This is an optimization exercise on Yosys and OpenROAD, whose aim is small area, not a production implementation.
RTL that was checked went through simulation tests only; none was proved equivalent to the original.
No functional check of the RTL was part of runs 1 to 5.
Power is estimated from default activity; no workload was simulated.

$ cat config.mk
export PLATFORM = sky130hd
export DESIGN_NAME = radar_display_top
export DESIGN_NICKNAME = radar_display_top
export VERILOG_FILES = /design/flow/design.v
export SDC_FILE = /design/flow/constraint.sdc
export NUM_CORES = 4
export LEC_CHECK = 0
export CAP_MARGIN = 20
export CORE_MARGIN = 2
export CORE_UTILIZATION = 40
export CTS_BUF_LIST = sky130_fd_sc_hd__clkbuf_4 sky130_fd_sc_hd__clkbuf_8
export SLEW_MARGIN = 20
$ cat constraint.sdc
create_clock -name core_clock -period 8.0 [get_ports {clock}]
set_input_delay 1.6000 -clock core_clock [delete_from_list [all_inputs] [get_ports {clock}]]
set_output_delay 1.6000 -clock core_clock [all_outputs]
set_load 0.01 [all_outputs]
$ cat design.v
`timescale 1ns/1ns
`default_nettype none
module radar_display_top (
	input logic clock,
	input logic arst_n,
	input logic signed [11:0] target_x,
	input logic signed [11:0] target_y,
	input logic target_load,
	output logic [23:0] pixel,
	output logic hsync,
	output logic vsync,
	output logic de
);
	function automatic logic [15:0] rca(input logic [15:0] a, input logic [15:0] b, input logic cin);
		logic c;
		c = cin;
		for (int i = 0; i < 16; i++) begin
			rca[i] = a[i] ^ b[i] ^ c;
			c = (a[i] & b[i]) | (c & (a[i] ^ b[i]));
		end
	endfunction
	function automatic logic ge(input logic [15:0] v, input logic [15:0] k);
		logic r;
		r = 1'b1;
		for (int i = 0; i < 16; i++)
			r = k[i] ? (v[i] & r) : (v[i] | r);
		ge = r;
	endfunction
	function automatic logic in_range(input logic [15:0] v, input logic [15:0] lo, input logic [15:0] hi);
		in_range = ge(v, lo) && ge(hi, v);
	endfunction
	logic [8:0] x;
	logic [7:0] w;
	logic first;
	logic [15:0] r_sq;
	wire x_end = (x == 9'd175);
	wire w_end = (w == 8'd168);
	wire at_origin = (x == 9'h160) && (w == 8'd177);
	always_ff @(posedge clock or negedge arst_n) begin
		if (!arst_n) begin
			x <= 9'd171;
			w <= 8'd168;
			first <= 1'b1;
		end else begin
			x <= x_end ? 9'h160 : 9'(rca(16'(x), 16'd0, 1'b1));
			if (x_end)
				w <= w_end ? 8'd177 : 8'(rca(16'(w), 16'd0, 1'b1));
			if (at_origin)
				first <= 1'b0;
		end
	end
	wire x_blank = !x[8] && ge(16'(x[7:0]), 16'd160);
	wire x_last = (x == 9'd159);
	logic [9:0] r_step;
	wire w_neg = w[7] && (w[6] || w[5]);
	always_comb begin
		if (x_blank)
			r_step = '0;
		else if (x_last)
			r_step = {w_neg, w, 1'b0};  
		else
			r_step = {x, 1'b1};
	end
	always_ff @(posedge clock) begin
		if (x_end && w_end)
			r_sq <= 16'd17441;  
		else
			r_sq <= rca(r_sq, {{6{r_step[9]}}, r_step}, 1'b0);
	end
	wire s = x[8];
	wire [6:0] b = x[6:0] ^ {7{s}};
	wire [15:0] m15s = rca(16'(b[6:4]), 16'(b), s);
	wire [7:0] s15 = 8'(rca(16'(m15s[7:2]), 16'(w), s));
	wire [7:0] s45 = 8'(rca(16'(b), 16'(w), s));
	wire [15:0] m75 = rca({6'd0, b[5:0], 4'd0}, {6'd0, 4'hf, ~b[5:0]}, 1'b1);
	wire [15:0] m75s = rca(16'(m75[9:0]), {11'd0, s, 2'b0, s, 1'b0}, 1'b0);
	wire [7:0] s75 = 8'(rca(16'(m75s[9:2]), 16'(w), 1'b0));
	wire line = in_range(16'(s15), 16'd159, 16'd161) ||
		in_range(16'(s45), 16'd159, 16'd161) ||
		(!b[6] && in_range(16'(s75), 16'd157, 16'd163));
	wire ring_guard = in_range(16'(w), 16'd97, 16'd168);
	wire ring = (in_range(r_sq, 16'd1216, 16'd1344) && ring_guard) ||
		in_range(r_sq, 16'd4224, 16'd4480) ||
		in_range(r_sq, 16'd9344, 16'd9600) ||
		in_range(r_sq, 16'd16512, 16'd16768) ||
		in_range(r_sq, 16'd25600, 16'd26112) ||
		in_range(r_sq, 16'd36864, 16'd37376) ||
		in_range(r_sq, 16'd50176, 16'd50688);
	wire x_in = s ? ge(16'(x[7:0]), 16'd125) : ge(16'd131, 16'(x[7:0]));
	wire y_in = ge(16'(w), 16'd181) || ge(16'd163, 16'(w));
	wire on_border = (s ? ge(16'd128, 16'(x[7:0])) : x[7]) ||
		in_range(16'(w), 16'd177, 16'd184) || in_range(16'(w), 16'd160, 16'd168);
	wire grid_on = x_in && y_in && (on_border || ring || line);
	wire tx_ok = (target_x[11:8] == {4{target_x[8]}});
	wire ty_ok = (target_y[11:8] == 4'h0) ? (target_y[7:2] != 6'h3f) :
		(target_y[11:8] == 4'hf) && (target_y[7:4] == 4'hf) && (target_y[3:2] != 2'b00);
	logic [8:0] pend_x;
	logic [7:0] pend_y;
	logic pend_ok;
	logic [8:0] act_x;
	logic [7:0] act_y;
	logic act_ok;
	wire swap = (x == 9'd171) && w_end;
	always_ff @(posedge clock) begin
		if (target_load) begin
			pend_x <= target_x[8:0];
			pend_y <= target_y[7:0];
		end
		if (swap) begin
			act_x <= pend_x;
			act_y <= pend_y;
		end
	end
	always_ff @(posedge clock or negedge arst_n) begin
		if (!arst_n) begin
			pend_ok <= 1'b0;
			act_ok <= 1'b0;
		end else begin
			if (target_load)
				pend_ok <= tx_ok && ty_ok;
			if (swap)
				act_ok <= pend_ok;
		end
	end
	wire [8:0] dx = 9'(rca(16'(x), 16'(~act_x), 1'b1));
	wire [7:0] sy = 8'(rca(16'(w), 16'(act_y), 1'b0));
	wire hit_x = (dx[8:3] == 6'd0 && dx[2:0] <= 3'd4) || (dx[8:2] == 7'h7f);
	wire hit_y = in_range(16'(sy), 16'd156, 16'd164);
	wire hit = act_ok && hit_x && hit_y;
	wire de_i = !first && (s || !ge(16'(x[7:0]), 16'd160)) && (ge(16'(w), 16'd177) || ge(16'd160, 16'(w)));
	assign de = de_i;
	assign hsync = !first && !s && in_range(16'(x[7:0]), 16'd164, 16'd171);
	assign vsync = (w == 8'd163) || (w == 8'd164);
	wire red = de_i && !hit && grid_on;
	wire green = de_i && hit;
	assign pixel = {{8{red}}, {8{green}}, 8'd0};
endmodule
`default_nettype wire
$ cat flow/run.sh
#!/bin/bash
# Standard synthesis, then the standard layout with port buffers of the
# smallest buffer cell instead of the resizer's default choice.
set -euo pipefail
bash standard.sh synth > synth.log 2>&1
export BUFFER_PORTS_ARGS="-buffer_cell sky130_fd_sc_hd__buf_1"
bash standard.sh finish > layout.log 2>&1
$ cat standard.sh
#!/bin/bash
# synth_recipe.tcl (not shown) runs the flow's synth.tcl, then flattens the netlist and writes it again
# the make line also repeats each setting of config.mk as NAME=value (left out here)
make -C /OpenROAD-flow-scripts/flow DESIGN_CONFIG=/design/flow/config.mk WORK_HOME=/design/flow/orfs CLKGATE_MAP_FILE= SYNTH_SCRIPT=/design/flow/synth_recipe.tcl "${@:-finish}"
==> flow_metrics.py, run 1 <==
metrics = {
    "critical_path": {
        "cp_cell_sequence": "ha_1, and4_1, nor2_1, ha_1, inv_1, fa_1, inv_1, fa_1, fa_1, fa_1, fa_1, fa_1, fa_1, fa_1, fa_1, fa_1, fa_1, fa_1, fa_1, fa_1, xor2_1, xnor2_1, nor2_1",
        "cp_slowest_cell": "dfstp_2",
        "path_max_fanout": 8,
        "cpMostUsedCell": "fa_1",
        "required_ns": 8.21,
        "endpoint_kind": "flop",
        "startpoint_type": "flop",
        "path_class": "flop to flop",
        "arrival_ns": 7.75,
        "crit_path_max_incr_delay_ns": 0.65,
    },
    "synthesis": {
        "yosysTopAreaCellShare": 0.200,
        "synthTopCellsByArea": "edfxtp_1, fa_1, ha_1, dfxtp_1, dfrtp_1",
        "ys_ff_latch": 70,
        "synthArstFlopShare": 0.286,
        "synthCells": 461,
        "synth_flop_cell": "edfxtp_1",
        "synth.distinct_cells": 60,
        "synth_edf_count": 34,
        "netlist_area_um2": 5110,
        "synthDominantAreaCellType": "edfxtp_1",
        "ys_seq_area_frac": 0.363,
        "avgSynthCellArea_um2": 11.1,
        "yosys_warnings": 1,
    },
    "clock_tree": {
        "cts_buffers": 9,
        "ctsLongestPathBuffers": 2,
        "cts_tree": "yes",
        "cts_root_buffer": "clkbuf_8",
        "cts-htree-levels": 3,
        "clk_pin_slew_ns": 0.08,
        "insertion_delay_ns": 0.36,
        "cts_hold_buffers": 0,
        "cts_num_sinks": 70,
    },
    "final_layout": {
        "mostFrequentLayoutCell": "inv_1",
        "fillers": 1195,
        "layout_common_cells": "inv_1, fa_1, buf_1, ha_1, edfxtp_1",
        "final_util": 0.437,
        "drive_gt1_frac": 0.0766,
        "layout.nets": 603,
        "diodes": 0,
        "area_growth_pct": 7.52,
    },
    "run": {
        "max_cap_viol_count": 0,
    },
    "global_route": {
        "antenna_found_initial": 0,
        "track_usage": 0.169,
        "grt_pass1_vias": 3539,
        "grt_first_pass_wirelength_mm": 17.5,
        "gr-total-overflow": 0,
        "grt_max_degree": 21,
    },
    "die": {
        "dieWidth_um": 117,
        "rows": 41,
        "die_y_um": 117,
        "pin_count": 54,
        "die_area_um2": 13700,
        "core_area_um2": 12600,
        "start_util": 0.407,
    },
    "sta": {
        "fin_skew_ns": 0.0108,
        "finalHoldViolCount": 0,
        "setup_tns_ns": 0,
        "max_freq_mhz": 133,
        "setup_ws_ns": 0.457,
        "slew_viol_final": 0,
        "finalSetupViolations": 0,
        "final.period_utilization": 0.943,
        "tightest_slew_ns": 0.994,
        "rsz0062_at_grt": "false",
        "max-slew-margin-rel": 0.335,
        "post-route-min-period_ns": 7.54,
    },
    "route": {
        "drcViolationCount": 0,
        "highest_layer": "met4",
        "drtPass1Iterations": 4,
        "dr_wl_met2_mm": 5.07,
        "finalWirelength_mm": 10.3,
        "viasPerCell": 5.01,
        "ant_nets": 0,
        "num_vias": 3350,
        "met3WireLength_um": 503,
        "wl_per_cell_um": 15.4,
        "met1Wirelength_mm": 4.56,
        "drtIter0Drc": 232,
    },
    "placement": {
        "dp_slack_ns": 0.447,
        "port_buffers": 45,
        "gp_congestion": 0.890,
        "place_hpwl_mm": 8.15,
    },
    "pwr": {
        "power.leakage_uw": 0.00230,
        "peakVddDrop_v": 0.000118,
        "power_density_nw_per_um2": 121,
    },
    "status": {
        "status": "timing/DRC/antenna clean",
    },
    "hold_path": {
        "hp-class": "flop to flop",
    },
}
## final timing paths
kind                                 from  endpoint  slack, ns  cells past startpoint
worst min register to register  pend_x[2]  act_x[2]       0.42                      0
worst max register to register       x[1]  r_sq[15]       0.46                     23
max in group asynchronous          arst_n      x[1]       6.52                      2
worst min-delay path            pend_x[2]  act_x[2]       0.42                      0
worst max-delay path                 x[1]  r_sq[15]       0.46                     23
min in group asynchronous          arst_n      x[2]       1.20                      2
## critical path, delay by kind of cell (launching register included)
family | cells | cell delay (ns)
adders and majority gates | 16 | 5.85
DFF | 1 | 0.65
xor gates and xnor gates | 2 | 0.32
buffers and inverters | 2 | 0.11
and+or+nand+nor | 3 | 0.47
## kinds of logic after synthesis
| logic type | share of synthesized area |
|---|---|
| simple gates | 0.137 |
| buf+inv | 0.0901 |
| fa+ha+maj | 0.279 |
| flops | 0.363 |
| compound gates | 0.0805 |
| xor+xnor | 0.0424 |
| mux | 0.00783 |
| other cells | 0.000734 |
## layout make-up
| cell class | count | area (µm²) | area share |
|---|---|---|---|
| Clock inverter | 7 | 56.3 | 0.0102 |
| Inverter | 60 | 225 | 0.0410 |
| Clock buffer | 9 | 124 | 0.0225 |
| Sequential cell | 70 | 1850 | 0.337 |
| Multi-Input combinational cell | 302 | 2830 | 0.515 |
| Tap cell | 172 | 215 | 0.0392 |
| Timing Repair Buffer | 48 | 191 | 0.0348 |
## routing by layer
metal | up-vias | GRT usage
li1 | 1614 | -
met1 | 1624 | 0.212
met2 | 96 | 0.292
met3 | 16 | 0.0371
met4 | 0 | 0.0510
met5 | - | 0
## report_power, final
part,internal [µW],total (µW),leakage (µW),switching [µW]
clock,116,265,0.0000906,149
sequential,385,386,0.000692,1.36
combinational,3.76,12.0,0.00152,8.25
total,505,663,0.00230,158
## flip-flops by register name, indices dropped and copies added (netlist names)
signal,cells
x,9
pend_ok,1
pend_y,8
r_sq,16
act_ok,1
first,1
w,8
act_x,9
pend_x,9
act_y,8
## per-stage QoR
step / power (µW) / area (µm²) / hold slack (ns) / cells
after global routing: 689 / 5500 / 0.421 / 668
after CTS: 676 / 5490 / 0.418 / 668
after global placement: 406 / 5310 / 0.402 / 652
final: 663 / 5500 / 0.415 / 668
after detailed placement: 406 / 5310 / 0.405 / 652
after floorplan: 399 / 5140 / 0.400 / 468
## what timing repair did
action	CTS	global route
buffers inserted	0	0
gates resized for setup	0	1
endpoints found under the setup margin	0	8
## cells in the mapped netlist, types with 3 or more instances
master	instances
inv_1	59
fa_1	48
ha_1	37
edfxtp_1	34
buf_4	24
nor2_1	20
nand2_1	17
dfxtp_1	16
o21ai_0	15
a21oi_1	14
xnor2_1	14
nor2b_1	13
dfrtp_1	11
nand4_1	10
dfstp_2	9
clkbuf_1	8
xor2_1	8
and2_1	7
nand3_1	7
nor3_1	7
nor4_1	7
nand2b_1	6
a211oi_1	5
nor3b_1	5
and3_1	4
mux2i_1	4
o2111ai_1	4
or2_2	4
and4_1	3
o22ai_1	3
==> run 2: changes to the inputs <==
--- a/config.mk
+++ b/config.mk
@@ -9,4 +9,4 @@
 export CORE_MARGIN = 2
 export CORE_UTILIZATION = 40
-export CTS_BUF_LIST = sky130_fd_sc_hd__clkbuf_4 sky130_fd_sc_hd__clkbuf_8
+export CTS_BUF_LIST = sky130_fd_sc_hd__clkbuf_8
 export SLEW_MARGIN = 20
==> run 2 against run 1 <==
Still clean on timing, DRC and antenna. Worst hold slack is the same. Wire length is the same. Global-route usage is the same. Critical path depth is the same. Sequential power is essentially flat. Combinational power is essentially flat. Clock skew is the same. Sequential share of layout area is the same. Register-to-register slack is essentially flat. Synthesized cell count is the same. Critical path type unchanged. Largest power group unchanged. Highest routed layer unchanged.
==> flow_metrics.py, run 2 <==
metrics = {
    "global_route": {
        "gr-total-overflow": 0,
        "grt_max_degree": 21,
        "grt_pass1_vias": 3539,
        "track_usage": 0.169,
        "grt_first_pass_wirelength_mm": 17.5,
        "antenna_found_initial": 0,
    },
    "synthesis": {
        "yosys_warnings": 1,
        "avgSynthCellArea_um2": 11.1,
        "synth_flop_cell": "edfxtp_1",
        "synth.distinct_cells": 60,
        "synthTopCellsByArea": "edfxtp_1, fa_1, ha_1, dfxtp_1, dfrtp_1",
        "synthArstFlopShare": 0.286,
        "ys_seq_area_frac": 0.363,
        "synth_edf_count": 34,
        "synth_most_common_cell": "inv_1",
        "yosysTopAreaCellShare": 0.200,
        "synthCells": 461,
        "netlist_area_um2": 5110,
        "ys_ff_latch": 70,
        "synthDominantAreaCellType": "edfxtp_1",
        "synth_common_cells": "inv_1, fa_1, ha_1",
    },
    "critical_path": {
        "path_max_fanout": 8,
        "endpoint_kind": "flop",
        "required_ns": 8.21,
        "crit_path_max_incr_delay_ns": 0.65,
        "cpLargestDelayFamily": "adder cells",
        "arrival_ns": 7.75,
        "cp_cell_sequence": "ha_1, and4_1, nor2_1, ha_1, inv_1, fa_1, inv_1, fa_1, fa_1, fa_1, fa_1, fa_1, fa_1, fa_1, fa_1, fa_1, fa_1, fa_1, fa_1, fa_1, xor2_1, xnor2_1, nor2_1",
        "cpMostUsedCell": "fa_1",
        "cp_slowest_cell": "dfstp_2",
        "path_class": "flop to flop",
        "crit_buf_inv": 2,
        "startpoint_type": "flop",
    },
    "route": {
        "drtPass1Iterations": 4,
        "drcViolationCount": 0,
        "wl_per_cell_um": 15.4,
        "viasPerCell": 5.01,
        "finalWirelength_mm": 10.3,
        "ant_nets": 0,
        "num_vias": 3350,
        "drtIter0Drc": 232,
    },
    "placement": {
        "place_hpwl_mm": 8.15,
        "place_area_um2": 5310,
        "port_buffers": 45,
        "gp_congestion": 0.890,
    },
    "sta": {
        "rsz0062_at_grt": "false",
        "fin_skew_ns": 0.0108,
        "slew_viol_final": 0,
        "finalHoldViolCount": 0,
        "max_freq_mhz": 133,
        "max-slew-margin-rel": 0.335,
        "tightest_slew_ns": 0.994,
        "whs_ns": 0.415,
        "finalSetupViolations": 0,
        "final.period_utilization": 0.943,
        "setup_tns_ns": 0,
        "post-route-min-period_ns": 7.54,
    },
    "final_layout": {
        "final_util": 0.437,
        "diodes": 0,
        "mostFrequentLayoutCell": "inv_1",
        "regArea_um2": 1850,
        "largest_register_ff_count": 16,
        "layout.nets": 603,
        "multi_input_area_um2": 2830,
        "drive_gt1_frac": 0.0766,
        "layout_common_cells": "inv_1, fa_1, buf_1, ha_1, edfxtp_1",
        "regMostFlops": "r_sq",
        "fillers": 1195,
        "stdcell_area_um2": 5500,
        "area_growth_pct": 7.52,
    },
    "pwr": {
        "power_density_nw_per_um2": 121,
        "peakVddDrop_v": 0.000118,
        "p_total_uw": 663,
        "power.leakage_uw": 0.00230,
    },
    "hold_path": {
        "hp-class": "flop to flop",
    },
    "clock_tree": {
        "clk_pin_slew_ns": 0.08,
        "cts-htree-levels": 3,
        "cts_buffers": 9,
        "ctsLongestPathBuffers": 2,
        "insertion_delay_ns": 0.36,
        "cts_hold_buffers": 0,
        "cts_tree": "yes",
        "cts_num_sinks": 70,
        "cts_root_buffer": "clkbuf_8",
    },
    "die": {
        "rows": 41,
        "pin_count": 54,
        "core_area_um2": 12600,
        "start_util": 0.407,
        "dieWidth_um": 117,
        "die_y_um": 117,
        "die_area_um2": 13700,
    },
    "run": {
        "max_cap_viol_count": 0,
    },
    "status": {
        "status": "timing/DRC/antenna clean",
    },
}
-- run 2: kinds of logic after synthesis --
group | synth area share
AO/OA/AOI/OAI | 0.0805
XOR/XNOR | 0.0424
adder cells (fa/ha/maj) | 0.279
buffers and inverters | 0.0901
flip-flops | 0.363
multiplexers | 0.00783
other | 0.000734
AND/OR/NAND/NOR | 0.137
-- run 2: power by group --
part           internal [µW]  switching [µW]
clock                    116             149
sequential               385            1.36
combinational           3.76            8.25
total                    505             158
-- run 2: path summary, 6_finish.rpt --
check / to / cells past startpoint / slack [ns] / start
max: r_sq[15] / 23 / 0.46 / x[1]
min: act_x[2] / 0 / 0.42 / pend_x[2]
min reg2reg: act_x[2] / 0 / 0.42 / pend_x[2]
max in group asynchronous: x[1] / 2 / 6.52 / arst_n
min in group asynchronous: x[2] / 2 / 1.20 / arst_n
max reg2reg: r_sq[15] / 23 / 0.46 / x[1]
-- run 2: timing repair --
item | in CTS | in global routing
resized for setup | 0 | 1
endpoints found under the setup margin | 0 | 8
hold endpoints to repair | 0 | 0
buffers inserted | 0 | 0
-- run 2: final cells by class --
type | instances | share of cell area
Multi-Input combinational cell | 302 | 0.515
Sequential cell | 70 | 0.337
Inverter | 60 | 0.0410
Tap cell | 172 | 0.0392
Timing Repair Buffer | 48 | 0.0348
Clock buffer | 9 | 0.0225
Clock inverter | 7 | 0.0102
-- run 2: metal layers --
metal / up-vias / track usage / part of all wire
li1: 1614 / - / -
met1: 1624 / 0.212 / 0.44
met5: - / 0 / 0
met2: 96 / 0.292 / 0.49
met4: 0 / 0.0510 / 0.016
met3: 16 / 0.0371 / 0.049
-- run 2: stage by stage --
step / cells / setup slack [ns]
final: 668 / 0.457
after detailed placement: 652 / 0.447
after global placement: 652 / 0.642
after CTS: 668 / 0.295
after global routing: 668 / 0.165
after floorplan: 468 / 0.777
==> run 3: changes to the inputs <==
--- a/design.v
+++ b/design.v
@@ -73,10 +73,10 @@
 	wire [7:0] s15 = 8'(rca(16'(m15s[7:2]), 16'(w), s));
 	wire [7:0] s45 = 8'(rca(16'(b), 16'(w), s));
-	wire [15:0] m75 = rca({6'd0, b[5:0], 4'd0}, {6'd0, 4'hf, ~b[5:0]}, 1'b1);
-	wire [15:0] m75s = rca(16'(m75[9:0]), {11'd0, s, 2'b0, s, 1'b0}, 1'b0);
-	wire [7:0] s75 = 8'(rca(16'(m75s[9:2]), 16'(w), 1'b0));
+	wire [15:0] m75 = rca({6'd0, b[5:0], 4'd0}, {10'd0, ~b[5:0]}, 1'b0);
+	wire [9:0] g75 = 10'(rca(16'(m75[9:0]), {6'd0, w, 2'd0}, 1'b0));
+	wire near75 = !b[6] && (s ? in_range(16'(g75), 16'd673, 16'd700) : in_range(16'(g75), 16'd691, 16'd718));
 	wire line = in_range(16'(s15), 16'd159, 16'd161) ||
 		in_range(16'(s45), 16'd159, 16'd161) ||
-		(!b[6] && in_range(16'(s75), 16'd157, 16'd163));
+		near75;
 	wire ring_guard = in_range(16'(w), 16'd97, 16'd168);
 	wire ring = (in_range(r_sq, 16'd1216, 16'd1344) && ring_guard) ||
--- a/config.mk
+++ b/config.mk
@@ -10,3 +10,5 @@
 export CORE_UTILIZATION = 40
 export CTS_BUF_LIST = sky130_fd_sc_hd__clkbuf_8
+export CTS_CLUSTER_DIAMETER = 100
+export CTS_CLUSTER_SIZE = 30
 export SLEW_MARGIN = 20
==> run 3 against run 2 <==
Cell area is 2.8% lower. Worst setup slack got worse by 0.091 ns. Highest routed layer unchanged. Clock power rose by 12%. Sequential share of layout area up 0.93 points. Combinational power hardly changed. Largest cell class unchanged.
==> flow_metrics.py, run 3 <==
metrics = {
    "route": {
        "num_vias": 3297,
        "wl_per_cell_um": 15.3,
        "drtIter0Drc": 188,
        "ant_nets": 0,
        "viasPerCell": 5.21,
        "drtPass1Iterations": 6,
        "drcViolationCount": 0,
        "finalWirelength_mm": 9.66,
    },
    "final_layout": {
        "mostFrequentLayoutCell": "inv_1",
        "regMostFlops": "r_sq",
        "fin_cells": 633,
        "area_growth_pct": 8.82,
        "diodes": 0,
        "largest_register_ff_count": 16,
        "layout.nets": 583,
        "drive_gt1_frac": 0.0823,
        "layout_common_cells": "inv_1, fa_1, buf_1, edfxtp_1, ha_1",
    },
    "clock_tree": {
        "ctsLongestPathBuffers": 2,
        "cts_num_sinks": 70,
        "clk_pin_slew_ns": 0.07,
        "cts_root_buffer": "clkbuf_8",
        "insertion_delay_ns": 0.35,
        "cts_buffers": 9,
        "cts_tree": "yes",
        "cts-htree-levels": 3,
    },
    "synthesis": {
        "synth_edf_count": 34,
        "synthDominantAreaCellType": "edfxtp_1",
        "avgSynthCellArea_um2": 11.0,
        "synthCells": 446,
        "ys_ff_latch": 70,
        "netlist_area_um2": 4910,
        "ys_seq_area_frac": 0.377,
        "synth_common_cells": "inv_1, fa_1, edfxtp_1",
        "synth.distinct_cells": 57,
        "synthArstFlopShare": 0.286,
        "synthTopCellsByArea": "edfxtp_1, fa_1, ha_1, dfxtp_1, dfrtp_1",
        "synth_most_common_cell": "inv_1",
        "yosysTopAreaCellShare": 0.208,
        "yosys_warnings": 1,
        "synth_flop_cell": "edfxtp_1",
    },
    "critical_path": {
        "required_ns": 8.21,
        "path_class": "flop to flop",
        "path_max_fanout": 11,
        "arrival_ns": 7.84,
        "crit_path_max_incr_delay_ns": 0.65,
        "cpMostUsedCell": "fa_1",
        "endpoint_kind": "flop",
        "startpoint_type": "flop",
        "cp_slowest_cell": "dfstp_2",
    },
    "placement": {
        "dp_slack_ns": 0.193,
        "place_hpwl_mm": 7.56,
        "dp_cells": 613,
        "gp_congestion": 0.902,
        "port_buffers": 45,
    },
    "hold_path": {
        "hp-class": "flop to flop",
    },
    "sta": {
        "slew_viol_final": 0,
        "finalHoldViolCount": 0,
        "finalSetupViolations": 0,
        "final.period_utilization": 0.954,
        "max_freq_mhz": 131,
        "whs_ns": 0.417,
        "setup_ws_ns": 0.367,
        "post-route-min-period_ns": 7.63,
        "setup_tns_ns": 0,
        "tightest_slew_ns": 0.957,
        "rsz0062_at_grt": "false",
        "fin_skew_ns": 0.0105,
        "max-slew-margin-rel": 0.362,
    },
    "die": {
        "core_area_um2": 12000,
        "start_util": 0.409,
        "dieWidth_um": 115,
        "die_y_um": 115,
        "die_area_um2": 13200,
        "rows": 40,
        "pin_count": 54,
    },
    "pwr": {
        "p_total_uw": 697,
        "peakVddDrop_v": 0.000108,
        "power_density_nw_per_um2": 130,
        "power.leakage_uw": 0.00226,
    },
    "run": {
        "max_cap_viol_count": 0,
    },
    "global_route": {
        "gr-total-overflow": 0,
        "grt_max_degree": 21,
        "grt_first_pass_wirelength_mm": 16.2,
        "grt_pass1_vias": 3250,
        "track_usage": 0.161,
        "antenna_found_initial": 0,
    },
    "status": {
        "status": "timing/DRC/antenna clean",
    },
}
-- run 3: cell count changes in the layout (fill, tap and decap cells not counted), moves of 4 or more --
cell / change
a21oi_1: +4
o21ai_0: -4
nor2_1: +6
buf_4: +7
ha_1: -8
nor2b_1: -5
-- run 3: path summary, 6_finish.rpt --
| path | start | slack (ns) | end | cells after the start |
|---|---|---|---|---|
| setup / recovery | x[0] | 0.37 | r_sq[15] | 25 |
| hold / removal | pend_y[4] | 0.42 | act_y[4] | 0 |
| setup reg to reg | x[0] | 0.37 | r_sq[15] | 25 |
| hold reg to reg | pend_y[4] | 0.42 | act_y[4] | 0 |
| max in group asynchronous | arst_n | 6.48 | w[3] | 2 |
| min in group asynchronous | arst_n | 1.24 | w[1] | 2 |
-- run 3: power by group --
part | total (µW) | internal (µW) | switching [µW]
logic | 12.3 | 3.75 | 8.54
clock network | 298 | 172 | 127
registers | 387 | 385 | 1.32
total | 697 | 561 | 137
-- run 3: layout make-up --
class / instances / area [µm²]
Tap cell: 147 / 184
Clock inverter: 7 / 83.8
Timing Repair Buffer: 55 / 244
Sequential cell: 70 / 1850
Fill cell: 1123 / 6670
Clock buffer: 9 / 124
Inverter: 53 / 199
Multi-Input combinational cell: 292 / 2660
-- run 3: worst max-delay path: cells and delay by family (launching register included) --
family / cells / cell delay, ns
flops: 1 / 0.65
xor+xnor: 2 / 0.31
buf+inv: 2 / 0.11
fa+ha+maj: 16 / 5.70
simple gates: 5 / 0.71
-- run 3: cells by family (layout without fill, tap and decap cells) --
family / after synthesis / count (layout) / synth area share
mux: 4 / 4 / 0.00841
other cells: 1 / 8 / 0.000764
flops: 70 / 70 / 0.377
simple gates: 121 / 121 / 0.138
buf+inv: 91 / 124 / 0.0904
compound gates: 59 / 59 / 0.0787
fa+ha+maj: 75 / 75 / 0.261
xor+xnor: 25 / 25 / 0.0446
-- run 3: metal layers --
layer	share of wire	wire, µm	vias to the layer above	global-route usage
li1	-	-	1575	-
met1	0.45	4330	1581	0.216
met5	0	0	-	0
met2	0.47	4510	115	0.257
met4	0.033	321	0	0.0763
met3	0.051	491	26	0.0285
-- run 3: repair_timing --
| item | in CTS | in global routing |
|---|---|---|
| endpoints found under the setup margin | 0 | 2 |
| endpoints found under the hold margin | 0 | 0 |
| hold buffers | 0 | 0 |
| gates resized for setup | 0 | 2 |
| buffers inserted | 0 | 4 |
-- run 3: per-stage QoR --
stage	cell area, µm²	util
4_1_cts	5310	0.442
5_1_grt	5340	0.445
3_5_place_dp	5100	0.424
3_3_place_gp	5100	0.424
6_report	5340	0.445
2_1_floorplan	4940	-
==> run 4: changes to the inputs <==
--- a/config.mk
+++ b/config.mk
@@ -9,6 +9,5 @@
 export CORE_MARGIN = 2
 export CORE_UTILIZATION = 40
-export CTS_BUF_LIST = sky130_fd_sc_hd__clkbuf_8
-export CTS_CLUSTER_DIAMETER = 100
-export CTS_CLUSTER_SIZE = 30
+export CTS_BUF_LIST = sky130_fd_sc_hd__clkbuf_4
+export CTS_CLUSTER_SIZE = 8
 export SLEW_MARGIN = 20
==> run 4 against run 3 <==
Register-to-register slack better by 0.04 ns. Non-clock buffer count is 2 higher. Sequential power hardly changed. Worst hold slack better by 0.0033 ns. First-iteration DRC count is 2.1% higher.
==> flow_metrics.py, run 4 <==
metrics = {
    "clock_tree": {
        "clk_pin_slew_ns": 0.11,
        "ctsLongestPathBuffers": 2,
        "cts_tree": "yes",
        "cts_root_buffer": "clkbuf_4",
        "insertion_delay_ns": 0.42,
        "cts_num_sinks": 70,
        "cts_buffers": 9,
        "cts-htree-levels": 3,
    },
    "final_layout": {
        "multi_input_area_um2": 2660,
        "area_growth_pct": 8.20,
        "diodes": 0,
        "fillers": 1122,
        "layout_common_cells": "inv_1, fa_1, buf_1, edfxtp_1, ha_1",
        "regMostFlops": "r_sq",
        "mostFrequentLayoutCell": "inv_1",
        "layout.nets": 585,
        "largest_register_ff_count": 16,
        "drive_gt1_frac": 0.0922,
        "regArea_um2": 1850,
        "final_util": 0.442,
    },
    "pwr": {
        "peakVddDrop_v": 0.0000963,
        "power.leakage_uw": 0.00224,
        "power_density_nw_per_um2": 124,
    },
    "die": {
        "die_y_um": 115,
        "core_area_um2": 12000,
        "die_area_um2": 13200,
        "start_util": 0.409,
        "rows": 40,
        "pin_count": 54,
        "dieWidth_um": 115,
    },
    "route": {
        "viasPerCell": 5.21,
        "finalWirelength_mm": 9.68,
        "highest_layer": "met4",
        "met1Wirelength_mm": 4.30,
        "num_vias": 3308,
        "wl_per_cell_um": 15.2,
        "ant_nets": 0,
        "dr_wl_met2_mm": 4.63,
        "met3WireLength_um": 475,
        "drtPass1Iterations": 4,
        "drcViolationCount": 0,
        "drtIter0Drc": 192,
    },
    "synthesis": {
        "ys_seq_area_frac": 0.377,
        "synth_flop_cell": "edfxtp_1",
        "synth_top_family_by_area": "adder cells",
        "synth.distinct_cells": 57,
        "synthAdderAreaFrac": 0.261,
        "synth_edf_count": 34,
        "synth_most_common_cell": "inv_1",
        "yosysTopAreaCellShare": 0.208,
        "netlist_area_um2": 4910,
        "synthArstFlopShare": 0.286,
        "yosys.area_share.simple": 0.138,
        "ys_ff_latch": 70,
        "avgSynthCellArea_um2": 11.0,
        "synthXorXnorAreaFrac": 0.0446,
        "synth_common_cells": "inv_1, fa_1, edfxtp_1",
        "synthTopCellsByArea": "edfxtp_1, fa_1, ha_1, dfxtp_1, dfrtp_1",
        "synthMuxAreaShare": 0.00841,
        "synth_compound_area_frac": 0.0787,
        "synthCells": 446,
        "yosys_warnings": 1,
        "synthDominantAreaCellType": "edfxtp_1",
    },
    "status": {
        "status": "timing/DRC/antenna clean",
    },
    "critical_path": {
        "cp_slowest_cell": "dfstp_2",
        "arrival_ns": 7.87,
        "required_ns": 8.28,
        "endpoint_kind": "flop",
        "path_max_fanout": 7,
        "crit_path_max_incr_delay_ns": 0.62,
        "path_class": "flop to flop",
        "cpMostUsedCell": "fa_1",
        "startpoint_type": "flop",
    },
    "global_route": {
        "antenna_found_initial": 0,
        "gr-total-overflow": 0,
        "track_usage": 0.162,
        "grt_max_degree": 21,
        "grt_first_pass_wirelength_mm": 16.2,
        "grt_pass1_vias": 3264,
    },
    "sta": {
        "max-slew-margin-rel": 0.361,
        "final.period_utilization": 0.949,
        "max_freq_mhz": 132,
        "finalHoldViolCount": 0,
        "post-route-min-period_ns": 7.59,
        "fin_skew_ns": 0.0157,
        "setup_tns_ns": 0,
        "rsz0062_at_grt": "false",
        "slew_viol_final": 0,
        "finalSetupViolations": 0,
        "tightest_slew_ns": 0.958,
    },
    "hold_path": {
        "hp-class": "flop to flop",
    },
    "placement": {
        "place_hpwl_mm": 7.56,
        "port_buffers": 45,
        "gp_congestion": 0.902,
    },
    "run": {
        "max_cap_viol_count": 0,
    },
}
## run 4: cells by family after synthesis
logic type / count (synthesis)
AOI/OAI and AO/OA: 59
xor gates and xnor gates: 25
buffers and inverters: 91
and+or+nand+nor: 121
DFF: 70
other: 1
adders and majority gates: 75
muxes: 4
## run 4: layout make-up
type,count,share of cell area
well taps,147,0.0346
clock buffers,12,0.0170
inverters,53,0.0374
clock inverters,4,0.0137
flip-flops and latches,70,0.349
multi-input cells,292,0.500
repair buffers,57,0.0487
## run 4: power breakdown
part	internal, µW	switching [µW]
combinational	3.75	8.53
clock	137	121
sequential	385	1.32
## run 4: timing repair
action / 4_1_cts / 5_1_grt
hold buffers: 0 / 0
endpoints found under the hold margin: 0 / 0
buffers inserted: 0 / 6
resized for setup: 0 / 2
setup endpoints to repair: 0 / 2
## run 4: path summary, 6_finish.rpt
check,from,cells past startpoint,end,slack (ns)
min reg2reg,pend_x[3],0,act_x[3],0.42
max,x[0],25,r_sq[15],0.41
min,pend_x[3],0,act_x[3],0.42
max in group asynchronous,arst_n,2,w[7],6.55
max reg2reg,x[0],25,r_sq[15],0.41
min in group asynchronous,arst_n,2,w[1],1.16
## run 4: routing by layer
| layer | GRT usage | vias to the layer above |
|---|---|---|
| met5 | 0 | - |
| met4 | 0.0715 | 0 |
| met3 | 0.0332 | 22 |
| met2 | 0.258 | 126 |
| met1 | 0.215 | 1585 |
| li1 | - | 1575 |
## run 4: critical path: cells and delay by family, from the launching register on
kind	cells	cell delay, ns
buffers and inverters	2	0.11
flip-flops	1	0.62
adder cells (fa/ha/maj)	16	5.70
XOR/XNOR	2	0.31
AND/OR/NAND/NOR	5	0.71
## run 4: metrics by stage
| step | setup slack (ns) | cells | total power, µW | hold slack (ns) | cell area, µm² |
|---|---|---|---|---|---|
| global placement | 0.374 | 613 | 406 | 0.404 | 5100 |
| floorplan | 0.668 | 453 | 399 | 0.400 | 4940 |
| global route | 0.0529 | 635 | 685 | 0.422 | 5310 |
| CTS | 0.159 | 629 | 665 | 0.425 | 5260 |
| detailed placement | 0.193 | 613 | 407 | 0.405 | 5100 |
| finish | 0.411 | 635 | 656 | 0.420 | 5310 |
==> run 5: changes to the inputs <==
==> flow/run.sh (replaced) <==
#!/bin/bash
# Standard synthesis, then the standard layout with two changes: port
# buffers of the smallest buffer cell, and clock tree synthesis without
# dummy load cells.
set -euo pipefail
bash standard.sh synth > synth.log 2>&1
export BUFFER_PORTS_ARGS="-buffer_cell sky130_fd_sc_hd__buf_1"
export CTS_ARGS="-sink_clustering_enable -repair_clock_nets -dont_use_dummy_load -sink_clustering_size 8 -buf_list sky130_fd_sc_hd__clkbuf_4"
bash standard.sh finish > layout.log 2>&1
==> run 5 against run 4 <==
Sequential share of layout area up 0.64 points. Count of clock-buffer cells in the layout down 3. Critical path type unchanged. Die area unchanged. Wire length down 0.32%. Synthesized cell count unchanged. Clock skew up 0.017 ns. Largest cell class unchanged. Worst hold slack worse by 0.020 ns. Total power down 15%.
==> flow_metrics.py, run 5 <==
metrics = {
    "sta": {
        "post-route-min-period_ns": 7.61,
        "tightest_slew_ns": 0.941,
        "rsz0062_at_grt": "false",
        "final.period_utilization": 0.951,
        "slew_viol_final": 0,
        "max_freq_mhz": 131,
        "setup_tns_ns": 0,
        "fin_skew_ns": 0.0327,
        "finalSetupViolations": 0,
        "max-slew-margin-rel": 0.373,
        "finalHoldViolCount": 0,
    },
    "synthesis": {
        "ys_seq_area_frac": 0.377,
        "synth_edf_count": 34,
        "synth_most_common_cell": "inv_1",
        "synthDominantAreaCellType": "edfxtp_1",
        "synthArstFlopShare": 0.286,
        "ys_ff_latch": 70,
        "synth_common_cells": "inv_1, fa_1, edfxtp_1",
        "synthCells": 446,
        "synth.distinct_cells": 57,
        "yosys_warnings": 1,
        "avgSynthCellArea_um2": 11.0,
        "yosysTopAreaCellShare": 0.208,
        "synth_flop_cell": "edfxtp_1",
        "netlist_area_um2": 4910,
        "synthTopCellsByArea": "edfxtp_1, fa_1, ha_1, dfxtp_1, dfrtp_1",
    },
    "clock_tree": {
        "clk_pin_slew_ns": 0.11,
        "cts_buffers": 9,
        "cts-htree-levels": 3,
        "cts_root_buffer": "clkbuf_4",
        "cts_hold_buffers": 0,
        "insertion_delay_ns": 0.42,
        "ctsLongestPathBuffers": 2,
        "cts_num_sinks": 70,
        "cts_tree": "yes",
    },
    "final_layout": {
        "diodes": 0,
        "area_growth_pct": 6.27,
        "layout_common_cells": "inv_1, fa_1, buf_1, edfxtp_1, ha_1",
        "largest_register_ff_count": 16,
        "stdcell_area_um2": 5220,
        "layout.nets": 585,
        "drive_gt1_frac": 0.0790,
        "regMostFlops": "r_sq",
        "mostFrequentLayoutCell": "inv_1",
    },
    "hold_path": {
        "min_delay_path_depth": 0,
        "hp-start": "pend_y[4]",
        "hp-class": "flop to flop",
    },
    "route": {
        "wl_per_cell_um": 15.4,
        "drtIter0Drc": 179,
        "drtPass1Iterations": 4,
        "drcViolationCount": 0,
        "viasPerCell": 5.23,
        "ant_nets": 0,
        "finalWirelength_mm": 9.65,
        "num_vias": 3285,
    },
    "global_route": {
        "grt_first_pass_wirelength_mm": 16.1,
        "grt_max_degree": 21,
        "gr-total-overflow": 0,
        "grt_pass1_vias": 3258,
        "track_usage": 0.161,
        "antenna_found_initial": 0,
    },
    "critical_path": {
        "path_class": "flop to flop",
        "cpMostUsedCell": "fa_1",
        "crit_path_max_incr_delay_ns": 0.62,
        "ff2ff_path_depth": 25,
        "cpLargestDelayFamily": "adder cells",
        "reg2reg_from": "x[0]",
        "worstSetupPathDepth": 25,
        "crit_start": "x[0]",
        "arrival_ns": 7.89,
        "crit_buf_inv": 2,
        "required_ns": 8.29,
        "cp_slowest_cell": "dfstp_2",
        "startpoint_type": "flop",
        "path_max_fanout": 7,
        "endpoint_kind": "flop",
    },
    "pwr": {
        "power_frac_comb": 0.022,
        "peakVddDrop_v": 0.0000955,
        "internal_power_uw": 441,
        "power.leakage_uw": 0.00220,
        "power_frac_clock": 0.284,
        "switchingPower_uw": 115,
        "switching_share": 0.207,
        "power_density_nw_per_um2": 107,
        "power.share.sequential": 0.694,
    },
    "run": {
        "max_cap_viol_count": 0,
    },
    "die": {
        "start_util": 0.409,
        "die_y_um": 115,
        "dieWidth_um": 115,
        "rows": 40,
        "die_area_um2": 13200,
        "core_area_um2": 12000,
        "pin_count": 54,
    },
    "placement": {
        "gp_congestion": 0.902,
        "port_buffers": 45,
        "place_area_um2": 5100,
        "place_hpwl_mm": 7.56,
    },
    "status": {
        "status": "timing/DRC/antenna clean",
    },
}
-- run 5: changes by cell type in the layout (fill, tap and decap cells not counted), sizes merged --
cell and change:
clkbuf -3, bufinv -2, clkinv -1, clkinvlp -1
-- run 5: power by group through the flow --
| stage | clock (µW) | sequential (µW) | combinational, µW |
|---|---|---|---|
| after CTS | 164 | 386 | 12.6 |
| after global placement | 0 | 394 | 12.0 |
| after floorplan | 0 | 394 | 5.52 |
| after detailed placement | 0 | 394 | 12.5 |
| final | 158 | 386 | 12.2 |
| after global routing | 179 | 387 | 14.5 |
-- run 5: repair_timing --
item | CTS | global route
setup buffers | 0 | 6
setup endpoints to repair | 0 | 2
resized for setup | 0 | 2
-- run 5: path summary, 6_finish.rpt --
check	slack [ns]	end
min in group asynchronous	1.16	x[2]
hold reg to reg	0.40	act_y[4]
max in group asynchronous	6.52	w[7]
hold / removal	0.40	act_y[4]
setup reg to reg	0.39	r_sq[15]
setup / recovery	0.39	r_sq[15]
-- run 5: stage by stage --
stage               hold slack (ns)  utilization  total power [µW]  setup slack (ns)  std cells
global placement              0.404        0.424               406             0.374        613
floorplan                     0.400            -               399             0.668        453
CTS                           0.399        0.430               563             0.159        622
finish                        0.400        0.434               556             0.391        628
detailed placement            0.405        0.424               407             0.193        613
global route                  0.418        0.434               581            0.0601        628
-- run 5: kinds of logic after synthesis --
logic type	synth area share
multiplexers	0.00841
XOR/XNOR	0.0446
AO/OA/AOI/OAI	0.0787
buffers and inverters	0.0904
adder cells (fa/ha/maj)	0.261
flip-flops	0.377
other	0.000764
AND/OR/NAND/NOR	0.138
-- run 5: cell type report --
type | instances | area, µm²
tap | 147 | 184
sequential | 70 | 1850
timing repair buffer | 57 | 259
inverter | 53 | 199
multi-input combinational | 292 | 2660
fill | 1135 | 6790
clock buffer | 9 | 67.6
-- run 5: routing by layer --
layer  GRT usage  vias up  share of wire
met5           0        -              0
met4      0.0787        0          0.039
met3      0.0269       28          0.062
met2       0.257      124           0.47
met1       0.214     1570           0.43
li1            -     1563              -
==> run 6: changes to the inputs <==
--- a/design.v
+++ b/design.v
@@ -33,5 +33,5 @@
 	logic [7:0] w;
 	logic first;
-	logic [15:0] r_sq;
+	logic [13:0] r_hi;
 	wire x_end = (x == 9'd175);
 	wire w_end = (w == 8'd168);
@@ -52,20 +52,23 @@
 	wire x_blank = !x[8] && ge(16'(x[7:0]), 16'd160);
 	wire x_last = (x == 9'd159);
-	logic [9:0] r_step;
 	wire w_neg = w[7] && (w[6] || w[5]);
+	wire r0 = x[0] ^ w[0];
+	logic [8:0] r_step;
 	always_comb begin
 		if (x_blank)
 			r_step = '0;
 		else if (x_last)
-			r_step = {w_neg, w, 1'b0};  
+			r_step = {w_neg, w};
 		else
-			r_step = {x, 1'b1};
+			r_step = x;
 	end
+	wire r_cin = !x_blank && !x_last && r0;
 	always_ff @(posedge clock) begin
 		if (x_end && w_end)
-			r_sq <= 16'd17441;  
+			r_hi <= 14'd8720;  
 		else
-			r_sq <= rca(r_sq, {{6{r_step[9]}}, r_step}, 1'b0);
+			r_hi <= 14'(rca(16'(r_hi), {{7{r_step[8]}}, r_step}, r_cin));
 	end
+	wire [14:0] r_sq = {r_hi, r0};
 	wire s = x[8];
 	wire [6:0] b = x[6:0] ^ {7{s}};
@@ -79,12 +82,15 @@
 		in_range(16'(s45), 16'd159, 16'd161) ||
 		near75;
-	wire ring_guard = in_range(16'(w), 16'd97, 16'd168);
-	wire ring = (in_range(r_sq, 16'd1216, 16'd1344) && ring_guard) ||
-		in_range(r_sq, 16'd4224, 16'd4480) ||
-		in_range(r_sq, 16'd9344, 16'd9600) ||
-		in_range(r_sq, 16'd16512, 16'd16768) ||
-		in_range(r_sq, 16'd25600, 16'd26112) ||
-		in_range(r_sq, 16'd36864, 16'd37376) ||
-		in_range(r_sq, 16'd50176, 16'd50688);
+	wire g_near = in_range(16'(w), 16'd32, 16'd184);
+	wire g_5 = !in_range(16'(w), 16'd169, 16'd223);
+	wire g_6 = in_range(16'(w), 16'd0, 16'd94) || in_range(16'(w), 16'd186, 16'd255);
+	wire g_7 = !in_range(16'(w), 16'd25, 16'd184);
+	wire ring = (g_near && (in_range(16'(r_sq), 16'd1216, 16'd1344) ||
+			in_range(16'(r_sq), 16'd4224, 16'd4480) ||
+			in_range(16'(r_sq), 16'd9344, 16'd9600) ||
+			in_range(16'(r_sq), 16'd16512, 16'd16768))) ||
+		(g_5 && in_range(16'(r_sq), 16'd25600, 16'd26112)) ||
+		(g_6 && in_range(16'(r_sq), 16'd4096, 16'd4608)) ||
+		(g_7 && in_range(16'(r_sq), 16'd17408, 16'd17920));
 	wire x_in = s ? ge(16'(x[7:0]), 16'd125) : ge(16'd131, 16'(x[7:0]));
 	wire y_in = ge(16'(w), 16'd181) || ge(16'd163, 16'(w));
==> run 6 against run 5 <==
Register-to-register slack better by 0.48 ns. Synthesized area up 2.5%. Clock power up 3%. Synthesized cell count up 3.8%. Critical path depth down 5. Combinational power about the same. Global-route usage up 1.2 points. Critical endpoint is now pixel[23].
==> flow_metrics.py, run 6 <==
metrics = {
    "synthesis": {
        "ys_ff_latch": 68,
        "avgSynthCellArea_um2": 10.9,
        "ys_seq_area_frac": 0.360,
        "synth_flop_cell": "edfxtp_1",
        "synth_top_family_by_area": "adder cells",
        "synthAdderAreaFrac": 0.255,
        "synth_edf_count": 34,
        "synthDominantAreaCellType": "edfxtp_1",
        "synthTopCellsByArea": "edfxtp_1, fa_1, ha_1, dfxtp_1, dfrtp_1",
        "synthXorXnorAreaFrac": 0.0430,
        "yosysTopAreaCellShare": 0.203,
        "synthMuxAreaShare": 0.00820,
        "synth.distinct_cells": 64,
        "yosys_warnings": 1,
        "synth_compound_area_frac": 0.0870,
        "synthCells": 463,
        "synthArstFlopShare": 0.294,
        "yosys.area_share.simple": 0.146,
        "netlist_area_um2": 5030,
        "synth_common_cells": "inv_1, fa_1, edfxtp_1",
        "synth_most_common_cell": "inv_1",
    },
    "global_route": {
        "gr-total-overflow": 0,
        "grt_first_pass_wirelength_mm": 17.6,
        "grt_pass1_vias": 3379,
        "antenna_found_initial": 0,
        "track_usage": 0.173,
        "grt_max_degree": 21,
    },
    "clock_tree": {
        "cts_hold_buffers": 0,
        "cts-htree-levels": 3,
        "clk_pin_slew_ns": 0.12,
        "cts_buffers": 9,
        "cts_setup_buffers": 0,
        "cts_num_sinks": 68,
        "cts_tree": "yes",
        "ctsLongestPathBuffers": 2,
        "cts_root_buffer": "clkbuf_4",
        "cts.repair.resized": 0,
        "insertion_delay_ns": 0.42,
    },
    "die": {
        "start_util": 0.414,
        "dieWidth_um": 116,
        "rows": 40,
        "die_area_um2": 13500,
        "core_area_um2": 12200,
        "pin_count": 54,
        "die_y_um": 116,
    },
    "sta": {
        "slew_viol_final": 0,
        "setup_tns_ns": 0,
        "finalSetupViolations": 0,
        "fin_skew_ns": 0.0311,
        "final.period_utilization": 0.925,
        "post-route-min-period_ns": 7.40,
        "max_freq_mhz": 135,
        "max-slew-margin-rel": 0.385,
        "rsz0062_at_grt": "false",
        "finalHoldViolCount": 0,
        "tightest_slew_ns": 0.923,
    },
    "hold_path": {
        "hp-start": "pend_x[1]",
        "hp-class": "flop to flop",
        "min_delay_path_depth": 0,
        "hold_end": "act_x[1]",
    },
    "critical_path": {
        "required_ns": 6.40,
        "reg2reg_from": "x[0]",
        "cp_cell_sequence": "inv_1, maj3_1, xnor2_1, fa_1, fa_1, fa_1, inv_1, fa_1, fa_1, inv_1, fa_1, inv_1, fa_1, nor2_1, nand4_1, a211o_1, nand4_1, nor3_1, a31oi_1, buf_1",
        "startpoint_type": "flop",
        "cpMostUsedCell": "fa_1",
        "crit_path_max_incr_delay_ns": 0.71,
        "cp_slowest_cell": "dfstp_2",
        "arrival_ns": 5.80,
        "path_class": "flop to primary output",
        "path_max_fanout": 10,
        "rrSetupSlack_ns": 0.87,
        "cpLargestDelayFamily": "adder cells",
        "crit_buf_inv": 5,
        "rr_endpoint": "r_hi[13]",
        "endpoint_kind": "primary output",
        "ff2ff_path_depth": 23,
    },
    "route": {
        "drtPass1Iterations": 5,
        "num_vias": 3373,
        "met3WireLength_um": 596,
        "dr_wl_met2_mm": 4.91,
        "wl_per_cell_um": 16.3,
        "drtIter0Drc": 161,
        "viasPerCell": 5.18,
        "met1Wirelength_mm": 4.94,
        "drcViolationCount": 0,
        "ant_nets": 0,
        "finalWirelength_mm": 10.6,
        "highest_layer": "met4",
    },
    "final_layout": {
        "diodes": 0,
        "drive_gt1_frac": 0.0642,
        "fillers": 1176,
        "regMostFlops": "r_hi",
        "largest_register_ff_count": 14,
        "mostFrequentLayoutCell": "inv_1",
        "layout.nets": 587,
        "layout_common_cells": "inv_1, fa_1, buf_1, edfxtp_1, ha_1",
        "area_growth_pct": 3.80,
    },
    "pwr": {
        "peakVddDrop_v": 0.000105,
        "power_density_nw_per_um2": 105,
        "p_total_uw": 551,
        "power.leakage_uw": 0.00219,
    },
    "placement": {
        "place_hpwl_mm": 8.27,
        "port_buffers": 45,
        "gp_congestion": 0.878,
    },
    "run": {
        "max_cap_viol_count": 0,
    },
    "status": {
        "status": "timing/DRC/antenna clean",
    },
}
==> run 6: cell count changes in the layout (fill, tap and decap cells not counted), moves of 6 or more <==
| cell | delta |
|---|---|
| nor2b_1 | +6 |
| buf_4 | -11 |
| nand2_1 | +11 |
| nor2_1 | -8 |
==> run 6: worst max-delay path by stage <==
stage | depth (start not counted) | endpoint | from
floorplan | 23 | r_hi[13] | x[1]
global route | 19 | pixel[21] | x[8]
global placement | 23 | r_hi[13] | x[0]
detailed placement | 23 | r_hi[13] | x[0]
CTS | 20 | pixel[21] | x[5]
finish | 20 | pixel[23] | x[5]
==> run 6: layout make-up <==
| type | count | area (µm²) | area share |
|---|---|---|---|
| Clock buffer | 9 | 67.6 | 0.0129 |
| Multi-Input combinational cell | 304 | 2750 | 0.526 |
| Sequential cell | 68 | 1810 | 0.347 |
| Tap cell | 168 | 210 | 0.0402 |
| Inverter | 56 | 210 | 0.0402 |
| Timing Repair Buffer | 46 | 176 | 0.0338 |
==> run 6: through the flow <==
step           hold slack, ns  utilization  instance area (µm²)  setup slack [ns]  std cells
2_1_floorplan           0.400            -                 5060              1.40        470
3_3_place_gp            0.405        0.424                 5160              1.06        642
3_5_place_dp            0.405        0.424                 5160             0.866        642
4_1_cts                 0.393        0.430                 5230             0.536        651
5_1_grt                 0.400        0.430                 5230             0.111        651
6_report                0.394        0.430                 5230             0.604        651
==> run 6: routing by layer <==
layer	track usage	up-vias
li1	-	1589
met1	0.240	1654
met2	0.273	117
met3	0.0348	13
met4	0.0563	0
met5	0	-
==> run 6: worst reg2reg max path: stages (launching register included) <==
cell and delay, ns:
dfstp_2 0.68, ha_1 0.23, nand2_1 0.08, nor3_1 0.24, nand2_1 0.16, inv_1 0.19, or3_1 0.15, fa_1 0.16
inv_1 0.05, fa_1 0.37, fa_1 0.41, fa_1 0.40, fa_1 0.39, fa_1 0.39, fa_1 0.39, fa_1 0.39
fa_1 0.38, fa_1 0.39, fa_1 0.39, fa_1 0.39, fa_1 0.39, xor2_1 0.19, xnor2_1 0.13, o21ai_0 0.09
==> run 6: kinds of logic (layout without fill, tap and decap cells) <==
family,after synthesis,count (layout)
buf+inv,98,111
compound gates,62,62
simple gates,131,131
mux,4,4
flops,68,68
xor+xnor,23,23
fa+ha+maj,76,76
other cells,1,8
==> run 6: power breakdown <==
group          switching, µW  internal [µW]  leakage [µW]  total, µW
Clock                    109           52.3     0.0000414        162
Sequential              1.64            375      0.000677        377
Combinational           8.35           3.75       0.00147       12.1
Total                    119            431       0.00219        551
==> run 7: changes to the inputs <==
--- a/design.v
+++ b/design.v
@@ -33,5 +33,5 @@
 	logic [7:0] w;
 	logic first;
-	logic [13:0] r_hi;
+	logic [15:0] r_sq;
 	wire x_end = (x == 9'd175);
 	wire w_end = (w == 8'd168);
@@ -52,23 +52,20 @@
 	wire x_blank = !x[8] && ge(16'(x[7:0]), 16'd160);
 	wire x_last = (x == 9'd159);
+	logic [9:0] r_step;
 	wire w_neg = w[7] && (w[6] || w[5]);
-	wire r0 = x[0] ^ w[0];
-	logic [8:0] r_step;
 	always_comb begin
 		if (x_blank)
 			r_step = '0;
 		else if (x_last)
-			r_step = {w_neg, w};
+			r_step = {w_neg, w, 1'b0};  
 		else
-			r_step = x;
+			r_step = {x, 1'b1};
 	end
-	wire r_cin = !x_blank && !x_last && r0;
 	always_ff @(posedge clock) begin
 		if (x_end && w_end)
-			r_hi <= 14'd8720;  
+			r_sq <= 16'd17185;  
 		else
-			r_hi <= 14'(rca(16'(r_hi), {{7{r_step[8]}}, r_step}, r_cin));
+			r_sq <= rca(r_sq, {{6{r_step[9]}}, r_step}, 1'b0);
 	end
-	wire [14:0] r_sq = {r_hi, r0};
 	wire s = x[8];
 	wire [6:0] b = x[6:0] ^ {7{s}};
@@ -76,21 +73,18 @@
 	wire [7:0] s15 = 8'(rca(16'(m15s[7:2]), 16'(w), s));
 	wire [7:0] s45 = 8'(rca(16'(b), 16'(w), s));
-	wire [15:0] m75 = rca({6'd0, b[5:0], 4'd0}, {10'd0, ~b[5:0]}, 1'b0);
-	wire [9:0] g75 = 10'(rca(16'(m75[9:0]), {6'd0, w, 2'd0}, 1'b0));
-	wire near75 = !b[6] && (s ? in_range(16'(g75), 16'd673, 16'd700) : in_range(16'(g75), 16'd691, 16'd718));
+	wire [15:0] m75 = rca({6'd0, b[5:0], 4'd0}, {6'd0, 4'hf, ~b[5:0]}, 1'b1);
+	wire [15:0] m75s = rca(16'(m75[9:0]), {11'd0, s, 2'b0, s, 1'b0}, 1'b0);
+	wire [7:0] s75 = 8'(rca(16'(m75s[9:2]), 16'(w), 1'b0));
 	wire line = in_range(16'(s15), 16'd159, 16'd161) ||
 		in_range(16'(s45), 16'd159, 16'd161) ||
-		near75;
-	wire g_near = in_range(16'(w), 16'd32, 16'd184);
-	wire g_5 = !in_range(16'(w), 16'd169, 16'd223);
-	wire g_6 = in_range(16'(w), 16'd0, 16'd94) || in_range(16'(w), 16'd186, 16'd255);
-	wire g_7 = !in_range(16'(w), 16'd25, 16'd184);
-	wire ring = (g_near && (in_range(16'(r_sq), 16'd1216, 16'd1344) ||
-			in_range(16'(r_sq), 16'd4224, 16'd4480) ||
-			in_range(16'(r_sq), 16'd9344, 16'd9600) ||
-			in_range(16'(r_sq), 16'd16512, 16'd16768))) ||
-		(g_5 && in_range(16'(r_sq), 16'd25600, 16'd26112)) ||
-		(g_6 && in_range(16'(r_sq), 16'd4096, 16'd4608)) ||
-		(g_7 && in_range(16'(r_sq), 16'd17408, 16'd17920));
+		(!b[6] && in_range(16'(s75), 16'd157, 16'd163));
+	wire ring_guard = in_range(16'(w), 16'd97, 16'd168);
+	wire ring = (in_range(r_sq, 16'd960, 16'd1088) && ring_guard) ||
+		in_range(r_sq, 16'd3968, 16'd4224) ||
+		in_range(r_sq, 16'd9088, 16'd9344) ||
+		in_range(r_sq, 16'd16256, 16'd16512) ||
+		in_range(r_sq, 16'd25344, 16'd25856) ||
+		in_range(r_sq, 16'd36608, 16'd37120) ||
+		in_range(r_sq, 16'd49920, 16'd50432);
 	wire x_in = s ? ge(16'(x[7:0]), 16'd125) : ge(16'd131, 16'(x[7:0]));
 	wire y_in = ge(16'(w), 16'd181) || ge(16'd163, 16'(w));
==> run.sh (new file) <==
#!/bin/bash
# synth_recipe.tcl (not shown) runs the flow's synth.tcl, then flattens the netlist and writes it again
# the make line also repeats each setting of config.mk as NAME=value (left out here)
make -C /OpenROAD-flow-scripts/flow DESIGN_CONFIG=/design/flow/config.mk WORK_HOME=/design/flow/orfs CLKGATE_MAP_FILE= SYNTH_SCRIPT=/design/flow/synth_recipe.tcl finish
--- a/config.mk
+++ b/config.mk
@@ -9,5 +9,3 @@
 export CORE_MARGIN = 2
 export CORE_UTILIZATION = 40
-export CTS_BUF_LIST = sky130_fd_sc_hd__clkbuf_4
-export CTS_CLUSTER_SIZE = 8
 export SLEW_MARGIN = 20
removed: flow/run.sh
removed: standard.sh
==> run 7 against run 6 <==
Largest power group is now clock. Fmax fell by 3.7%. Count of clock-buffer cells in the layout is 1 higher. Cell area grew 15%. Critical path depth increased by 1.
==> flow_metrics.py, run 7 <==
metrics = {
    "sta": {
        "finalSetupViolations": 0,
        "whs_ns": 0.416,
        "setup_ws_ns": 0.322,
        "tightest_slew_ns": 0.967,
        "rsz0062_at_grt": "false",
        "slew_viol_final": 0,
        "max_freq_mhz": 130,
        "max-slew-margin-rel": 0.353,
        "setup_tns_ns": 0,
        "final.period_utilization": 0.960,
        "finalHoldViolCount": 0,
        "post-route-min-period_ns": 7.68,
        "fin_skew_ns": 0.00631,
    },
    "clock_tree": {
        "cts.repair.resized": 0,
        "ctsLongestPathBuffers": 2,
        "cts_buffers": 9,
        "cts_root_buffer": "clkbuf_16",
        "clk_pin_slew_ns": 0.06,
        "cts-htree-levels": 3,
        "insertion_delay_ns": 0.33,
        "cts_hold_buffers": 0,
        "cts_setup_buffers": 0,
        "cts_tree": "yes",
        "cts_num_sinks": 70,
    },
    "die": {
        "dieWidth_um": 119,
        "die_area_um2": 14100,
        "die_y_um": 119,
        "core_area_um2": 12700,
        "pin_count": 54,
        "rows": 41,
        "start_util": 0.413,
    },
    "global_route": {
        "grt_max_degree": 21,
        "antenna_found_initial": 0,
        "gr-total-overflow": 0,
        "track_usage": 0.163,
        "grt_pass1_vias": 3536,
        "grt_first_pass_wirelength_mm": 18.0,
    },
    "synthesis": {
        "ys_ff_latch": 70,
        "synthArstFlopShare": 0.286,
        "synth.distinct_cells": 60,
        "yosysTopAreaCellShare": 0.194,
        "avgSynthCellArea_um2": 10.8,
        "netlist_area_um2": 5260,
        "synthTopCellsByArea": "edfxtp_1, fa_1, ha_1, dfxtp_1, dfrtp_1",
        "synthCells": 487,
        "synth_common_cells": "inv_1, fa_1, ha_1",
        "synth_most_common_cell": "inv_1",
        "synthDominantAreaCellType": "edfxtp_1",
        "ys_seq_area_frac": 0.353,
        "synth_edf_count": 34,
        "yosys_warnings": 1,
        "synth_flop_cell": "edfxtp_1",
    },
    "critical_path": {
        "path_class": "flop to primary output",
        "required_ns": 6.40,
        "cp_cell_sequence": "xor2_1, nor2_1, ha_1, ha_1, fa_1, fa_1, fa_1, fa_1, inv_1, fa_1, inv_1, fa_1, inv_1, fa_1, xnor2_1, xnor2_1, xnor2_1, nand4_1, nand3_1, o311a_1, clkdlybuf4s50_1",
        "path_max_fanout": 8,
        "endpoint_kind": "primary output",
        "cp_slowest_cell": "dfstp_2",
        "startpoint_type": "flop",
        "crit_path_max_incr_delay_ns": 0.61,
        "cpMostUsedCell": "fa_1",
        "arrival_ns": 6.08,
    },
    "final_layout": {
        "mostFrequentLayoutCell": "inv_1",
        "area_growth_pct": 14.7,
        "fillers": 1206,
        "regMostFlops": "r_sq",
        "largest_register_ff_count": 16,
        "stdcell_area_um2": 6030,
        "multi_input_area_um2": 2960,
        "regArea_um2": 1860,
        "layout_common_cells": "inv_1, fa_1, clkdlybuf4s50_1, ha_1, edfxtp_1",
        "layout.nets": 626,
        "diodes": 0,
        "drive_gt1_frac": 0.0906,
    },
    "placement": {
        "port_buffers": 45,
        "gp_congestion": 0.882,
        "place_area_um2": 5720,
        "dp_slack_ns": 0.369,
        "place_hpwl_mm": 8.40,
    },
    "pwr": {
        "power.leakage_uw": 0.00250,
        "power_density_nw_per_um2": 132,
        "peakVddDrop_v": 0.000112,
    },
    "route": {
        "drtPass1Iterations": 4,
        "num_vias": 3531,
        "viasPerCell": 5.11,
        "drcViolationCount": 0,
        "finalWirelength_mm": 10.7,
        "wl_per_cell_um": 15.5,
        "drtIter0Drc": 200,
        "ant_nets": 0,
    },
    "status": {
        "status": "timing/DRC/antenna clean",
    },
    "hold_path": {
        "hp-class": "flop to flop",
    },
    "run": {
        "max_cap_viol_count": 0,
    },
}
-- run 7: cell types whose count changed after synthesis, moves of 5 or more --
cell,before,now
nor2b_1,14,3
o21ai_0,10,20
buf_2,12,5
clkbuf_1,2,9
ha_1,30,37
nand3_1,6,13
and2_4,0,6
a21oi_1,13,18
-- run 7: stage by stage --
step	total power, µW	instances	util
final	796	691	0.474
after global routing	820	691	0.474
after CTS	805	690	0.472
after detailed placement	415	674	0.449
after global placement	414	674	0.449
after floorplan	399	494	-
-- run 7: worst max-delay path, delay by kind of cell, from the launching register on --
kind                       cells  cell delay [ns]
xor gates and xnor gates       4             0.75
and+or+nand+nor                3             0.38
DFF                            1             0.61
adders and majority gates      9             2.89
buffers and inverters          4             0.80
AOI/OAI and AO/OA              1             0.32
-- run 7: logic make-up after synthesis --
family / synth area share
xor+xnor: 0.0417
flops: 0.353
mux: 0.00976
fa+ha+maj: 0.271
buf+inv: 0.0926
simple gates: 0.161
compound gates: 0.0705
other cells: 0.000713
-- run 7: path summary, 6_finish.rpt --
check,slack [ns],cells after the start,startpoint,end
worst max-delay path,0.32,21,x[1],pixel[22]
min in group asynchronous,1.81,1,arst_n,w[1]
max in group asynchronous,5.54,1,arst_n,x[8]
worst min register to register,0.42,0,pend_y[3],act_y[3]
worst min-delay path,0.42,0,pend_y[3],act_y[3]
worst max register to register,0.37,24,x[0],r_sq[15]
-- run 7: routing by layer --
layer / track usage / up-vias / wire (µm)
li1: - / 1690 / -
met1: 0.217 / 1705 / 4830
met2: 0.265 / 126 / 5160
met3: 0.0362 / 10 / 632
met4: 0.0499 / 0 / 114
met5: 0 / - / 0
-- run 7: layout make-up --
type,instances,area share
inverter,58,0.0361
tap,172,0.0357
sequential,70,0.308
multi-input combinational,325,0.491
clock buffer,10,0.0380
clock inverter,6,0.0104
timing repair buffer,50,0.0816
-- run 7: report_power, final --
part,switching (µW),total (µW),internal [µW]
clock network,148,388,240
registers,1.66,387,386
logic,8.38,20.0,11.7

==> afterwards: timing with drivers on the ports <==
How much do the figures lean on ideal ports? The routed layouts below were timed once more, with nothing changed but the port constraints.
Step 1 assumes that a clkbuf_16 drives the clock port and a buf_2 every other input.
Step 2 adds t to the input delays and takes it off the output delays; t is the mean of the earliest and latest rising clock arrival at the registers after step 1. Input paths then give back, and output paths get back, about the clock's delay inside the block.
Three values: ideal, step 1, step 2; two values: the first two.
run | t, ns | setup slack, ns | latest minus earliest clock arrival (ns)
run 1 | 0.383 | 0.457 / 0.457 / 0.457 | 0.011 / 0.011
run 2 | 0.383 | 0.457 / 0.457 / 0.457 | 0.011 / 0.011
run 3 | 0.370 | 0.367 / 0.367 / 0.367 | 0.010 / 0.011
run 4 | 0.433 | 0.411 / 0.411 / 0.411 | 0.016 / 0.016
run 5 | 0.428 | 0.391 / 0.391 / 0.391 | 0.033 / 0.033
run 6 | 0.436 | 0.604 / 0.572 / 0.875 | 0.032 / 0.032
run 7 | 0.361 | 0.322 / 0.290 / 0.370 | 0.006 / 0.007
After both steps setup and hold are still met in every run listed.
